Source: an optimization exercise on an open RTL-to-GDS flow (aim: small area). Production flows keep margins and buffers that such runs may drop.
Where RTL was checked, it was by simulation tests only, not by an equivalence proof against the original.
Only the layout flow was run in run 3; the RTL was not checked for function there.
The clock port is modelled as an ideal driver; clocking choices that lean on that would not hold on a real chip.

## flow/design.v (module list and top-level ports; edited modules follow where they fit)
// module custom_instr_accum_mac: 1421 lines
// module custom_instr_accum_fa: 4 lines
// module custom_instr_accum_ha: 4 lines
// module custom_instr_accum_unit: 93 lines
module custom_instr_accum_unit #(
  parameter int unsigned       HART_COUNT     = 2,
  parameter int unsigned       ACC_COUNT      = 4,
  parameter int unsigned       DATA_W         = 32,
  parameter int unsigned       RESULT_LATENCY = 1,
  parameter logic [DATA_W-1:0] DEFAULT_RESULT = 32'hdeadbeef,
  localparam int unsigned      HID_W = (HART_COUNT > 1) ? $clog2(HART_COUNT) : 1,
  localparam int unsigned      SEL_W = (ACC_COUNT > 1) ? $clog2(ACC_COUNT) : 1
) (
  input  logic              clk,
  input  logic              rst,
  input  logic              valid_in,
  input  logic [HID_W-1:0]  hid_in,
  input  logic [4:0]        major_opcode_in,
  input  logic [2:0]        minor_opcode_in,
  input  logic [DATA_W-1:0] op1_in,
  input  logic [DATA_W-1:0] op2_in,
  input  logic [31:0]       imm_in,
  input  logic [6:0]        funct7_in,
  output logic [DATA_W-1:0] result_out,
  output logic [15:0]       illegal_count_out
);
  // ...
==> flow/flow/run.sh <==
#!/bin/bash
# Own layout flow: the standard ORFS flow with three changes.
#  1. Synthesis is synth_recipe.tcl unchanged except that ABC maps with
#     flow/abc_area.script (area-only mapping, no ABC buffering/upsizing);
#     OpenROAD's resizer does the timing repair afterwards.
#  2. Port buffers are the smallest buffer cell.
#  3. CTS uses small clock buffers and no dummy loads.
# Each tool's output goes to a log file of its own in this folder.
set -euo pipefail
W=$PWD
sed "s|@ABC_SCRIPT@|$W/flow/abc_area.script|; s|@FLOW_SYNTH@|$W/synth_recipe.tcl|" \
  flow/my_synth.tcl.in > my_synth.tcl
EXTRA=(
  "SYNTH_SCRIPT=$W/my_synth.tcl"
  "BUFFER_PORTS_ARGS=-buffer_cell sky130_fd_sc_hd__buf_1"
  "CTS_ARGS=-sink_clustering_enable -repair_clock_nets -dont_use_dummy_load -buf_list {sky130_fd_sc_hd__clkbuf_4 sky130_fd_sc_hd__clkbuf_8}"
)
bash standard.sh "${EXTRA[@]}" synth > log_synth.txt 2>&1
bash standard.sh "${EXTRA[@]}" finish > log_finish.txt 2>&1
cp orfs/logs/sky130hd/custom_instr_accum_unit/base/*.log . 2>/dev/null || true
==> flow/flow/abc_area.script <==
&get -n
&st
&dch
&nf -R 1000
&put
topo
==> flow/flow/my_synth.tcl.in <==
# synth_recipe.tcl with ABC's mapping script replaced by an area-only one.
proc abc {args} {
  set i [lsearch -exact $args -script]
  if { $i >= 0 } { set args [lreplace $args [expr {$i + 1}] [expr {$i + 1}] @ABC_SCRIPT@] }
  yosys abc {*}$args
}
source @FLOW_SYNTH@
==> flow/standard.sh <==
#!/bin/bash
# synth_recipe.tcl (not shown) runs the flow's synth.tcl, then flattens the netlist and writes it again
# the make line also repeats each setting of config.mk as NAME=value (left out here)
make -C /OpenROAD-flow-scripts/flow DESIGN_CONFIG=/design/flow/config.mk WORK_HOME=/design/flow/orfs CLKGATE_MAP_FILE= SYNTH_SCRIPT=/design/flow/synth_recipe.tcl "${@:-finish}"
==> flow/config.mk <==
export PLATFORM = sky130hd
export DESIGN_NAME = custom_instr_accum_unit
export DESIGN_NICKNAME = custom_instr_accum_unit
export VERILOG_FILES = /design/flow/design.v
export SDC_FILE = /design/flow/constraint.sdc
export NUM_CORES = 4
export LEC_CHECK = 0
export ABC_AREA = 1
export CAP_MARGIN = 20
export CORE_MARGIN = 2
export CORE_UTILIZATION = 40
export GPL_TIMING_DRIVEN = 0
export SLEW_MARGIN = 20
export SYNTH_HIERARCHICAL = 1
export SYNTH_MINIMUM_KEEP_SIZE = 0
==> flow/constraint.sdc <==
create_clock -name core_clock -period 10.0 [get_ports {clk}]
set_input_delay 2.0000 -clock core_clock [delete_from_list [all_inputs] [get_ports {clk}]]
set_output_delay 2.0000 -clock core_clock [all_outputs]
set_load 0.01 [all_outputs]
==> impl_metrics.tcl, run 1 <==
set metrics [dict create \
    synthMuxAreaShare 0.00336 \
    tightest_slew_ns 1.21 \
    fill_cells 5143 \
    crit_arrival_ns 9.81 \
    cts_sinks 313 \
    slowest_stage "fa_1" \
    path_clk_slew_ns 0.06 \
    seq_area_frac_synth 0.394 \
    area_delta_synth_final_pct 14.9 \
    cts_buffers 48 \
    clockNetworkAreaShare 0.0253 \
    cts_tree "yes" \
    yosysWarnings 8 \
    seq_cells 313 \
    hold_violations 0 \
    grt_busiest_layer "met2" \
    outcome "complete, no violations" \
    comb.multi_input.count 1437 \
    synth_area_leader_cell "edfxtp_1" \
    startpoint "minor_opcode_in[2]" \
    cp-start-kind "primary input" \
    final_common_cell "xnor2_1" \
    reg2reg_from "acc_vld_q[7]" \
    drive_gt1_frac 0.0863 \
    synth_cell_types 40 \
    setup_ws_ns 0.441 \
]
==> run 2, diff against run 1 <==
--- a/flow/flow/run.sh
+++ b/flow/flow/run.sh
@@ -13,7 +13,7 @@
 EXTRA=(
   "SYNTH_SCRIPT=$W/my_synth.tcl"
   "BUFFER_PORTS_ARGS=-buffer_cell sky130_fd_sc_hd__buf_1"
-  "CTS_ARGS=-sink_clustering_enable -repair_clock_nets -dont_use_dummy_load -buf_list {sky130_fd_sc_hd__clkbuf_4 sky130_fd_sc_hd__clkbuf_8}"
+  "CTS_ARGS=-sink_clustering_enable -repair_clock_nets -dont_use_dummy_load -buf_list {sky130_fd_sc_hd__clkbuf_4}"
 )
 bash standard.sh "${EXTRA[@]}" synth > log_synth.txt 2>&1
 bash standard.sh "${EXTRA[@]}" finish > log_finish.txt 2>&1
==> run 2 against run 1 <==
Sequential share of layout area increased by 0.087 points. Non-clock buffer count is the same. First-iteration DRC count up 3.8%. Die area is the same. Core utilization decreased by 0.12 points. Critical endpoint is now acc_q[0][31]. Worst hold slack worse by 0.091 ns. Sequential cell count is the same. Routed wire length rose by 0.30%.
==> impl_metrics.tcl, run 2 <==
set metrics [dict create \
    cts_tree "yes" \
    synth_area_leader_cell "edfxtp_1" \
    area_delta_synth_final_pct 14.6 \
    dieArea_um2 58800 \
    rows 87 \
    cts.root.buffer_cell "clkbuf_4" \
    seqCellArea_um2 8950 \
    drt_iter0_drc 1874 \
    hold_end "rd_dat_q[31]" \
    period_needed_ns 9.61 \
    tightest_slew_ns 1.21 \
    coreArea_um2 56300 \
    async_flop_share 0.0799 \
    regMostFlops "acc_q" \
    antenna_found_initial 9 \
    synth-edff-count 256 \
    r2r_end "acc_q[0][31]" \
    hold_violations 0 \
    initial_utilization 0.404 \
    reg2regPathDepth 21 \
    fmax_ghz 0.104 \
    vias_per_cell 6.03 \
    final_net_count 2495 \
    yosysTopAreaCellShare 0.338 \
    io_buffers 132 \
    final_common_cell "xnor2_1" \
    largest_reg_flops 256 \
    post-route-util 0.463 \
    crit_arrival_ns 9.98 \
    finalMaxSlewViolations 0 \
    cts_buffers 80 \
    skew_ns 0.133 \
    ios 163 \
    path_clk_slew_ns 0.06 \
    hp-class "reg -> reg" \
    yosysMostFrequentCell "xnor2_1" \
    maxCapViolCount 0 \
    whs_path_depth 2 \
    grt_first_pass_wirelength_um 108000 \
    ctsHoldBuffers 0 \
    synthTopCellsByArea "edfxtp_1, fa_1, xnor2_1, a22oi_1, ha_1" \
    place_area_um2 25500 \
    grt_use_total 0.244 \
    drive_gt1_frac 0.100 \
    postRouteAntennaNets 0 \
    ys.flop_type "edfxtp_1" \
    grt_overflow 0 \
    grt_pass1_vias 17600 \
    outcome "complete, no violations" \
    final_cell_mix "xnor2_1, a22oi_1, fa_1, edfxtp_1, buf_1" \
    finalSetupViolCount 0 \
    critPathMaxFanout 32 \
    die_h_um 242 \
    avgSynthCellArea_um2 12.7 \
    r2r_slack_ns 2.15 \
    rsz0062_at_grt "no" \
    period_share 0.961 \
    wire_per_inst_um 25.4 \
    dp_hpwl_um 51200 \
    yosysWarnings 8 \
    die_w_um 242 \
    first_pass_iters 6 \
    synth_common_cells "xnor2_1, a22oi_1, edfxtp_1, fa_1, nor2_1" \
    vias 17000 \
    seq_area_frac_synth 0.394 \
    cts_setup_buffers 0 \
    hold_path.startpoint "acc_q[0][31]" \
    htreeDepth 3 \
    fill_cells 5175 \
    drc 0 \
    netlist_area_um2 22700 \
    place.gp.congestion 0.843 \
    cp-end-kind "flop" \
    cts_resized 0 \
    clock_latency_ns 0.77 \
    final_area_um2 26100 \
    synth_cells 1790 \
    multi_input_area_um2 14000 \
    relSlewSlack 0.192 \
    crit_required_ns 10.37 \
    synth_cell_types 40 \
    grt_max_degree 33 \
    synth_seq_cells 313 \
    cts_sinks 313 \
    reg.largest.list "acc_q (256), rd_dat_q (32), illegal_cnt_q (16)" \
    clock_path_buffers 3 \
    cp-start-kind "primary input" \
    reg2reg_from "acc_vld_q[6]" \
    syn-num-nets 2223 \
    crit_type "in -> reg" \
    routed_wl_um 71700 \
]
run 2: worst max-delay path by stage:
stage	from	to	slack, ns	cells past startpoint
3_5_place_dp	minor_opcode_in[2]	acc_q[0][31]	-0.40	25
5_1_grt	minor_opcode_in[2]	acc_q[0][31]	0.03	25
6_report	minor_opcode_in[2]	acc_q[0][31]	0.39	25
3_3_place_gp	minor_opcode_in[2]	acc_q[4][31]	-6.12	20
2_1_floorplan	imm_in[0]	acc_q[0][31]	0.78	19
4_1_cts	minor_opcode_in[2]	acc_q[5][31]	0.23	25
run 2: modules after synthesis, one instance, submodules excluded:
| module | cells inside | times used | flops+latches |
|---|---|---|---|
| custom_instr_accum_mac | 831 | 1 | 0 |
| custom_instr_accum_ha | 1 | 32 | 0 |
| custom_instr_accum_unit | 687 | 1 | 313 |
| custom_instr_accum_fa | 1 | 240 | 0 |
run 2: metrics by stage:
step | setup TNS (ns) | std cells | hold slack (ns) | worst slack (ns)
global placement | -1166.12 | 2678 | 0.481 | -6.12
global route | 0 | 2818 | 0.448 | 0.0252
CTS | 0 | 2816 | 0.418 | 0.230
finish | 0 | 2818 | 0.408 | 0.391
detailed placement | -3.17 | 2736 | 0.487 | -0.397
floorplan | 0 | 1790 | 0.460 | 0.780
run 2: critical path, cell delays in order:
cell       delay [ns]
buf_2            0.55
buf_12           0.27
nor2b_4          0.14
a21oi_4          0.59
buf_16           0.23
a22o_1           0.15
a21oi_1          0.05
xnor2_1          0.29
fa_1             0.51
fa_1             0.43
fa_1             0.53
fa_1             0.42
ha_1             0.34
nand2_1          0.08
nor2_1           0.04
a211oi_1         0.36
nor2_1           0.07
a2111oi_0        0.52
o31ai_2          0.33
a21oi_1          0.54
o31ai_1          0.29
nand3_1          0.14
nand2_1          0.08
fa_1             0.46
xnor2_2          0.46
run 2: cells by family after synthesis:
logic type | count (synthesis) | share of synthesized area
multiplexers | 5 | 0.00336
flip-flops | 313 | 0.394
AND/OR/NAND/NOR | 348 | 0.0699
XOR/XNOR | 303 | 0.117
AO/OA/AOI/OAI | 463 | 0.150
buffers and inverters | 40 | 0.00660
adder cells (fa/ha/maj) | 318 | 0.259
run 2: routing by layer:
layer,vias up,routed length (um),GRT usage
met5,-,82,0
met4,14,1860,0.0768
met3,152,7710,0.0707
met2,938,32100,0.372
met1,8649,29900,0.337
li1,7246,-,-
run 2: layout make-up:
class / instances / share of cell area
timing repair buffer: 190 / 0.0554
inverter: 40 / 0.00605
antenna: 2 / 0.000192
multi-input combinational: 1437 / 0.536
clock buffer: 80 / 0.0230
tap: 756 / 0.0363
sequential: 313 / 0.343
==> module custom_instr_accum_unit, before the edit <==
module custom_instr_accum_unit #(
  parameter int unsigned       HART_COUNT     = 2,
  parameter int unsigned       ACC_COUNT      = 4,
  parameter int unsigned       DATA_W         = 32,
  parameter int unsigned       RESULT_LATENCY = 1,
  parameter logic [DATA_W-1:0] DEFAULT_RESULT = 32'hdeadbeef,
  localparam int unsigned      HID_W = (HART_COUNT > 1) ? $clog2(HART_COUNT) : 1,
  localparam int unsigned      SEL_W = (ACC_COUNT > 1) ? $clog2(ACC_COUNT) : 1
) (
  input  logic              clk,
  input  logic              rst,
  input  logic              valid_in,
  input  logic [HID_W-1:0]  hid_in,
  input  logic [4:0]        major_opcode_in,
  input  logic [2:0]        minor_opcode_in,
  input  logic [DATA_W-1:0] op1_in,
  input  logic [DATA_W-1:0] op2_in,
  input  logic [31:0]       imm_in,
  input  logic [6:0]        funct7_in,
  output logic [DATA_W-1:0] result_out,
  output logic [15:0]       illegal_count_out
);
  localparam int unsigned N = HART_COUNT * ACC_COUNT;
  logic [DATA_W-1:0] acc_q [N];
  logic [N-1:0]      acc_vld_q;
  logic [15:0]       illegal_cnt_q;
  logic              rd_vld_q;
  logic [DATA_W-1:0] rd_dat_q;
  logic              accept, illegal, legal;
  logic              op_load, op_add, op_read, op_sub, op_mac, op_clear, op_readclr;
  logic [HID_W+SEL_W-1:0] idx;
  logic [DATA_W-1:0] cur, rd_val, base, acc_new;
  logic              cur_vld, wr_en;
  assign accept  = valid_in && (major_opcode_in == custom_instr_accum_pkg::CUSTOM_0);
  assign illegal = (minor_opcode_in == 3'd7) || (funct7_in != 7'd0);
  assign legal   = accept && !illegal;
  assign op_load    = (minor_opcode_in == 3'd0);
  assign op_add     = (minor_opcode_in == 3'd1);
  assign op_read    = (minor_opcode_in == 3'd2);
  assign op_sub     = (minor_opcode_in == 3'd3);
  assign op_mac     = (minor_opcode_in == 3'd4);
  assign op_clear   = (minor_opcode_in == 3'd5);
  assign op_readclr = (minor_opcode_in == 3'd6);
  assign idx     = {hid_in, imm_in[SEL_W-1:0]};
  assign cur     = acc_q[idx];
  assign cur_vld = acc_vld_q[idx];
  assign rd_val  = cur_vld ? cur : '0;
  assign base    = (cur_vld && (minor_opcode_in[0] || minor_opcode_in[2])) ? cur : '0;
  custom_instr_accum_mac u_mac (
    .base   (base),
    .x1     (op1_in),
    .x2     (op2_in),
    .y      (op2_in),
    .mac    (minor_opcode_in[2]),
    .addsub (minor_opcode_in[0]),
    .sub    (minor_opcode_in[1]),
    .res    (acc_new)
  );
  assign wr_en   = legal && (op_load || op_add || op_sub || op_mac);
  always_ff @(posedge clk) begin
    for (int i = 0; i < int'(N); i++)
      if (wr_en && (idx == i)) acc_q[i] <= acc_new;
  end
  always_ff @(posedge clk or negedge rst) begin
    if (!rst) begin
      acc_vld_q <= '0;
    end else begin
      for (int i = 0; i < int'(N); i++) begin
        if (legal && op_clear && (hid_in == i / ACC_COUNT))
          acc_vld_q[i] <= 1'b0;
        else if (legal && op_readclr && (idx == i))
          acc_vld_q[i] <= 1'b0;
        else if (wr_en && (idx == i))
          acc_vld_q[i] <= 1'b1;
      end
    end
  end
  always_ff @(posedge clk or negedge rst) begin
    if (!rst)
      illegal_cnt_q <= '0;
    else if (accept && illegal && (illegal_cnt_q != 16'hffff))
      illegal_cnt_q <= illegal_cnt_q + 16'd1;
  end
  always_ff @(posedge clk or negedge rst) begin
    if (!rst) rd_vld_q <= 1'b0;
    else      rd_vld_q <= legal && (op_read || op_readclr);
  end
  always_ff @(posedge clk) begin
    rd_dat_q <= rd_val;
  end
  assign result_out        = rd_vld_q ? rd_dat_q : DEFAULT_RESULT;
  assign illegal_count_out = illegal_cnt_q;
endmodule
==> run 3, diff against run 2 <==
--- a/flow/design.v
+++ b/flow/design.v
@@ -1499,8 +1499,8 @@
   logic              accept, illegal, legal;
   logic              op_load, op_add, op_read, op_sub, op_mac, op_clear, op_readclr;
   logic [HID_W+SEL_W-1:0] idx;
-  logic [DATA_W-1:0] cur, rd_val, base, acc_new;
-  logic              cur_vld, wr_en;
+  logic [DATA_W-1:0] rd_val, base, acc_new;
+  logic              wr_en;
   assign accept  = valid_in && (major_opcode_in == custom_instr_accum_pkg::CUSTOM_0);
   assign illegal = (minor_opcode_in == 3'd7) || (funct7_in != 7'd0);
   assign legal   = accept && !illegal;
@@ -1512,10 +1512,15 @@
   assign op_clear   = (minor_opcode_in == 3'd5);
   assign op_readclr = (minor_opcode_in == 3'd6);
   assign idx     = {hid_in, imm_in[SEL_W-1:0]};
-  assign cur     = acc_q[idx];
-  assign cur_vld = acc_vld_q[idx];
-  assign rd_val  = cur_vld ? cur : '0;
-  assign base    = (cur_vld && (minor_opcode_in[0] || minor_opcode_in[2])) ? cur : '0;
+  logic [N-1:0] rsel;
+  always_comb begin
+    rd_val = '0;
+    for (int k = 0; k < int'(N); k++) begin
+      rsel[k] = (idx == k) && acc_vld_q[k];
+      rd_val  = rd_val | ({DATA_W{rsel[k]}} & acc_q[k]);
+    end
+  end
+  assign base    = (minor_opcode_in[0] || minor_opcode_in[2]) ? rd_val : '0;
   custom_instr_accum_mac u_mac (
     .base   (base),
     .x1     (op1_in),
--- a/flow/flow/run.sh
+++ b/flow/flow/run.sh
@@ -5,6 +5,8 @@
 #     OpenROAD's resizer does the timing repair afterwards.
 #  2. Port buffers are the smallest buffer cell.
 #  3. CTS uses small clock buffers and no dummy loads.
+#  4. Synthesis leaves half adders to ABC (no ha cells).
+#  5. Repair steps may not use the largest buffers (flow/hooks.tcl).
 # Each tool's output goes to a log file of its own in this folder.
 set -euo pipefail
 W=$PWD
@@ -13,8 +15,15 @@
 EXTRA=(
   "SYNTH_SCRIPT=$W/my_synth.tcl"
   "BUFFER_PORTS_ARGS=-buffer_cell sky130_fd_sc_hd__buf_1"
-  "CTS_ARGS=-sink_clustering_enable -repair_clock_nets -dont_use_dummy_load -buf_list {sky130_fd_sc_hd__clkbuf_4}"
+  "CTS_ARGS=-sink_clustering_enable -repair_clock_nets -dont_use_dummy_load -sink_clustering_size 8 -sink_clustering_max_diameter 50 -buf_list {sky130_fd_sc_hd__clkbuf_4}"
+  "PRE_FLOORPLAN_TCL=$W/flow/hooks.tcl"
+  "PRE_RESIZE_TCL=$W/flow/hooks.tcl"
+  "PRE_CTS_TCL=$W/flow/hooks.tcl"
+  "PRE_GLOBAL_ROUTE_TCL=$W/flow/hooks.tcl"
 )
-bash standard.sh "${EXTRA[@]}" synth > log_synth.txt 2>&1
+# Synthesis only: half adders stay plain gates for ABC (no ha cells), the
+# platform's own don't-use list otherwise.
+DU_PLATFORM="sky130_fd_sc_hd__probe_p_8 sky130_fd_sc_hd__probec_p_8 sky130_fd_sc_hd__lpflow_bleeder_1 sky130_fd_sc_hd__lpflow_clkbufkapwr_1 sky130_fd_sc_hd__lpflow_clkbufkapwr_16 sky130_fd_sc_hd__lpflow_clkbufkapwr_2 sky130_fd_sc_hd__lpflow_clkbufkapwr_4 sky130_fd_sc_hd__lpflow_clkbufkapwr_8 sky130_fd_sc_hd__lpflow_clkinvkapwr_1 sky130_fd_sc_hd__lpflow_clkinvkapwr_16 sky130_fd_sc_hd__lpflow_clkinvkapwr_2 sky130_fd_sc_hd__lpflow_clkinvkapwr_4 sky130_fd_sc_hd__lpflow_clkinvkapwr_8 sky130_fd_sc_hd__lpflow_decapkapwr_12 sky130_fd_sc_hd__lpflow_decapkapwr_3 sky130_fd_sc_hd__lpflow_decapkapwr_4 sky130_fd_sc_hd__lpflow_decapkapwr_6 sky130_fd_sc_hd__lpflow_decapkapwr_8 sky130_fd_sc_hd__lpflow_inputiso0n_1 sky130_fd_sc_hd__lpflow_inputiso0p_1 sky130_fd_sc_hd__lpflow_inputiso1n_1 sky130_fd_sc_hd__lpflow_inputiso1p_1 sky130_fd_sc_hd__lpflow_inputisolatch_1 sky130_fd_sc_hd__lpflow_isobufsrc_1 sky130_fd_sc_hd__lpflow_isobufsrc_16 sky130_fd_sc_hd__lpflow_isobufsrc_2 sky130_fd_sc_hd__lpflow_isobufsrc_4 sky130_fd_sc_hd__lpflow_isobufsrc_8 sky130_fd_sc_hd__lpflow_isobufsrckapwr_16 sky130_fd_sc_hd__lpflow_lsbuf_lh_hl_isowell_tap_1 sky130_fd_sc_hd__lpflow_lsbuf_lh_hl_isowell_tap_2 sky130_fd_sc_hd__lpflow_lsbuf_lh_hl_isowell_tap_4 sky130_fd_sc_hd__lpflow_lsbuf_lh_isowell_4 sky130_fd_sc_hd__lpflow_lsbuf_lh_isowell_tap_1 sky130_fd_sc_hd__lpflow_lsbuf_lh_isowell_tap_2 sky130_fd_sc_hd__lpflow_lsbuf_lh_isowell_tap_4"
+bash standard.sh "${EXTRA[@]}" "DONT_USE_CELLS=$DU_PLATFORM sky130_fd_sc_hd__ha_1 sky130_fd_sc_hd__ha_2 sky130_fd_sc_hd__ha_4" synth > log_synth.txt 2>&1
 bash standard.sh "${EXTRA[@]}" finish > log_finish.txt 2>&1
 cp orfs/logs/sky130hd/custom_instr_accum_unit/base/*.log . 2>/dev/null || true
==> flow/flow/hooks.tcl (new file) <==
# Run before each step that repairs or sizes: keep buffering and sizing to
# small cells, so repair uses several small buffers rather than one large one.
set big {}
foreach lc [get_lib_cells sky130_fd_sc_hd__*] {
  set n [get_name $lc]
  if { [regexp {_(6|8|12|16)$} $n] && ![regexp {clkbuf|tap|fill|decap|diode} $n] } {
    lappend big $n
  }
}
set_dont_use $big
==> run 3 against run 2 <==
Still clean on timing, DRC and antenna. Global-route usage shrank 0.43 points. Register-to-register slack gained 0.21 ns. Count of clock-buffer cells in the layout shrank 35. Sequential cell count is the same. Setup slack gained 0.089 ns. Largest cell class unchanged.
==> impl_metrics.tcl, run 3 <==
set metrics [dict create \
    slowest_delay_ns 0.74 \
    seq_area_frac_synth 0.396 \
    crit_type "in -> reg" \
    r2r_end "acc_q[6][31]" \
    reg2reg_from "acc_vld_q[0]" \
    relSlewSlack 0.259 \
    hp-class "reg -> reg" \
    crit_arrival_ns 9.85 \
    reg2regPathDepth 24 \
    synth_cell_types 46 \
    grt_pass1_vias 17600 \
    endpoint "acc_q[6][31]" \
    rsz0062_at_grt "no" \
    tns_ns 0 \
    slowest_stage "a2111oi_2" \
    cts_buffers 45 \
    final_common_cell "xnor2_1" \
    place_area_um2 24800 \
    area_delta_synth_final_pct 11.3 \
    period_share 0.952 \
    clock_latency_ns 0.70 \
    final_cell_mix "xnor2_1, fa_1, edfxtp_1, a22oi_1, nand2_1" \
    finalSetupViolCount 0 \
    first_pass_iters 6 \
    dp_hpwl_um 49900 \
    drive_gt1_frac 0.0793 \
    maxCapViolCount 0 \
    final_area_um2 25200 \
    largest_reg_flops 256 \
    yosysWarnings 8 \
    grt_use_total 0.240 \
    yosysMostFrequentCell "xnor2_1" \
    antenna_found_initial 3 \
    postRouteAntennaNets 0 \
    netlist_area_um2 22600 \
    r2r_slack_ns 2.36 \
    hold_slack_ns 0.481 \
    grt_overflow 0 \
    ys.flop_type "edfxtp_1" \
    vias_per_cell 6.03 \
    period_needed_ns 9.52 \
    wire_per_inst_um 25.1 \
    tightest_slew_ns 1.11 \
    coreArea_um2 56200 \
    syn-num-nets 2209 \
    startpoint "minor_opcode_in[2]" \
    synth-edff-count 256 \
    drc 0 \
    reg.largest.list "acc_q (256), rd_dat_q (32), illegal_cnt_q (16)" \
    die_w_um 242 \
    die_h_um 242 \
    crit_top_cell "fa_1" \
    cts_tree "yes" \
    cts_sinks 313 \
    synthTopCellsByArea "edfxtp_1, fa_1, xnor2_1, a22oi_1, dfxtp_1" \
    synth_common_cells "xnor2_1, edfxtp_1, fa_1" \
    place.gp.congestion 0.890 \
    async_flop_share 0.0799 \
    avgSynthCellArea_um2 12.3 \
    routed_wl_um 70900 \
    dieArea_um2 58500 \
    drt_iter0_drc 1846 \
    regMostFlops "acc_q" \
    critPathMaxFanout 28 \
    cp-start-kind "primary input" \
    yosysTopAreaCellShare 0.340 \
    rows 87 \
    crit_required_ns 10.33 \
    grt_max_degree 33 \
    io_buffers 132 \
    finalMaxSlewViolations 0 \
    vias 17000 \
    synth_cells 1838 \
    fmax_ghz 0.105 \
    grt_first_pass_wirelength_um 108000 \
    synth_seq_cells 313 \
    final_net_count 2442 \
    ios 163 \
    skew_ns 0.0977 \
    cp-end-kind "flop" \
    outcome "complete, no violations" \
    initial_utilization 0.403 \
    path_clk_slew_ns 0.09 \
    synth_area_leader_cell "edfxtp_1" \
    hold_violations 0 \
]
-- run 3: cell count changes after synthesis, sizes merged, moves of 18 or more --
| cell | delta |
|---|---|
| and2 | +31 |
| ha | -62 |
| a22oi | -46 |
| nor2b | +24 |
| a221o | +18 |
| o21ai | +19 |
| nand2 | +35 |
-- run 3: through the flow --
stage / worst slack [ns] / utilization / std cells
after floorplan: 0.310 / - / 1838
after global placement: -5.54 / 0.429 / 2726
after detailed placement: -0.352 / 0.442 / 2780
after CTS: 0.286 / 0.448 / 2825
after global routing: 0.137 / 0.449 / 2826
final: 0.480 / 0.449 / 2826
-- run 3: routing by layer --
| metal | track usage | part of all wire |
|---|---|---|
| met5 | 0 | 0.00018 |
| met4 | 0.0726 | 0.029 |
| met3 | 0.0361 | 0.071 |
| met2 | 0.403 | 0.49 |
| met1 | 0.322 | 0.41 |
-- run 3: worst min-delay path by stage --
stage / from / slack [ns] / depth (start not counted) / to
3_3_place_gp: acc_q[2][24] / 0.46 / 2 / rd_dat_q[24]
6_report: acc_q[2][24] / 0.48 / 2 / rd_dat_q[24]
2_1_floorplan: acc_q[1][10] / 0.43 / 2 / rd_dat_q[10]
5_1_grt: acc_q[2][24] / 0.50 / 2 / rd_dat_q[24]
3_5_place_dp: acc_q[2][24] / 0.47 / 2 / rd_dat_q[24]
4_1_cts: acc_q[2][24] / 0.47 / 2 / rd_dat_q[24]
-- run 3: layout make-up --
type,instances,area (um2)
multi-input cells,1480,13900
flip-flops and latches,313,8950
diodes,1,2.50
inverters,45,178
fillers,5281,31000
well taps,756,946
clock buffers,45,338
repair buffers,186,897
-- run 3: repair_timing --
action                                  in CTS  in global routing
buffers inserted                             0                  0
resized for setup                            0                  1
endpoints found under the setup margin       0                  8
hold buffers                                 0                  0
-- run 3: logic make-up (layout without fill, tap and decap cells) --
logic type / after synthesis / in the layout / share of synthesized area
adders and majority gates: 256 / 256 / 0.226
and+or+nand+nor: 454 / 454 / 0.0983
xor gates and xnor gates: 311 / 311 / 0.120
other: 0 / 1 / 0
DFF: 313 / 313 / 0.396
muxes: 1 / 1 / 0.000442
AOI/OAI and AO/OA: 458 / 458 / 0.151
buffers and inverters: 45 / 276 / 0.00746
-- run 3: per-module statistics from Yosys, one instance, submodules excluded --
module | area, um2 | copies in the design
custom_instr_accum_mac | 6250 | 1
custom_instr_accum_ha | 13.8 | 32
custom_instr_accum_unit | 11100 | 1
custom_instr_accum_fa | 20.0 | 240
-- run 3: worst max-delay path: cells and delay by family --
family / cells / cell delay [ns]
adder cells (fa/ha/maj): 5 / 2.20
AO/OA/AOI/OAI: 6 / 1.90
buffers and inverters: 4 / 1.58
XOR/XNOR: 3 / 1.00
AND/OR/NAND/NOR: 6 / 0.76
multiplexers: 1 / 0.32

==> static timing again, ports no longer ideal <==
In the flow no input, the clock included, has a driving cell. The finished layouts below were timed again as built, in two steps. Step 1 assumes that a clkbuf_16 drives the clock port and a buf_2 every other input. Step 2 also shifts input and output timing later by t, the mid clock arrival at the registers, as if the neighbouring blocks saw the same clock. Slacks: ideal / step 1 / step 2; pairs: ideal / step 1.
run	t (ns)	setup WS [ns]	worst setup path after step 2
run 1	0.603	0.441 / 0.473 / -0.130	input to register
run 2	0.755	0.391 / 0.425 / -0.331	input to register
run 3	0.695	0.480 / 0.503 / -0.192	input to register
Met with ideal ports but missed after step 2: setup timing in every run listed. The setup slack of run 2, which loses most, moves by +0.034 ns with the drivers and by -0.722 ns with both steps.
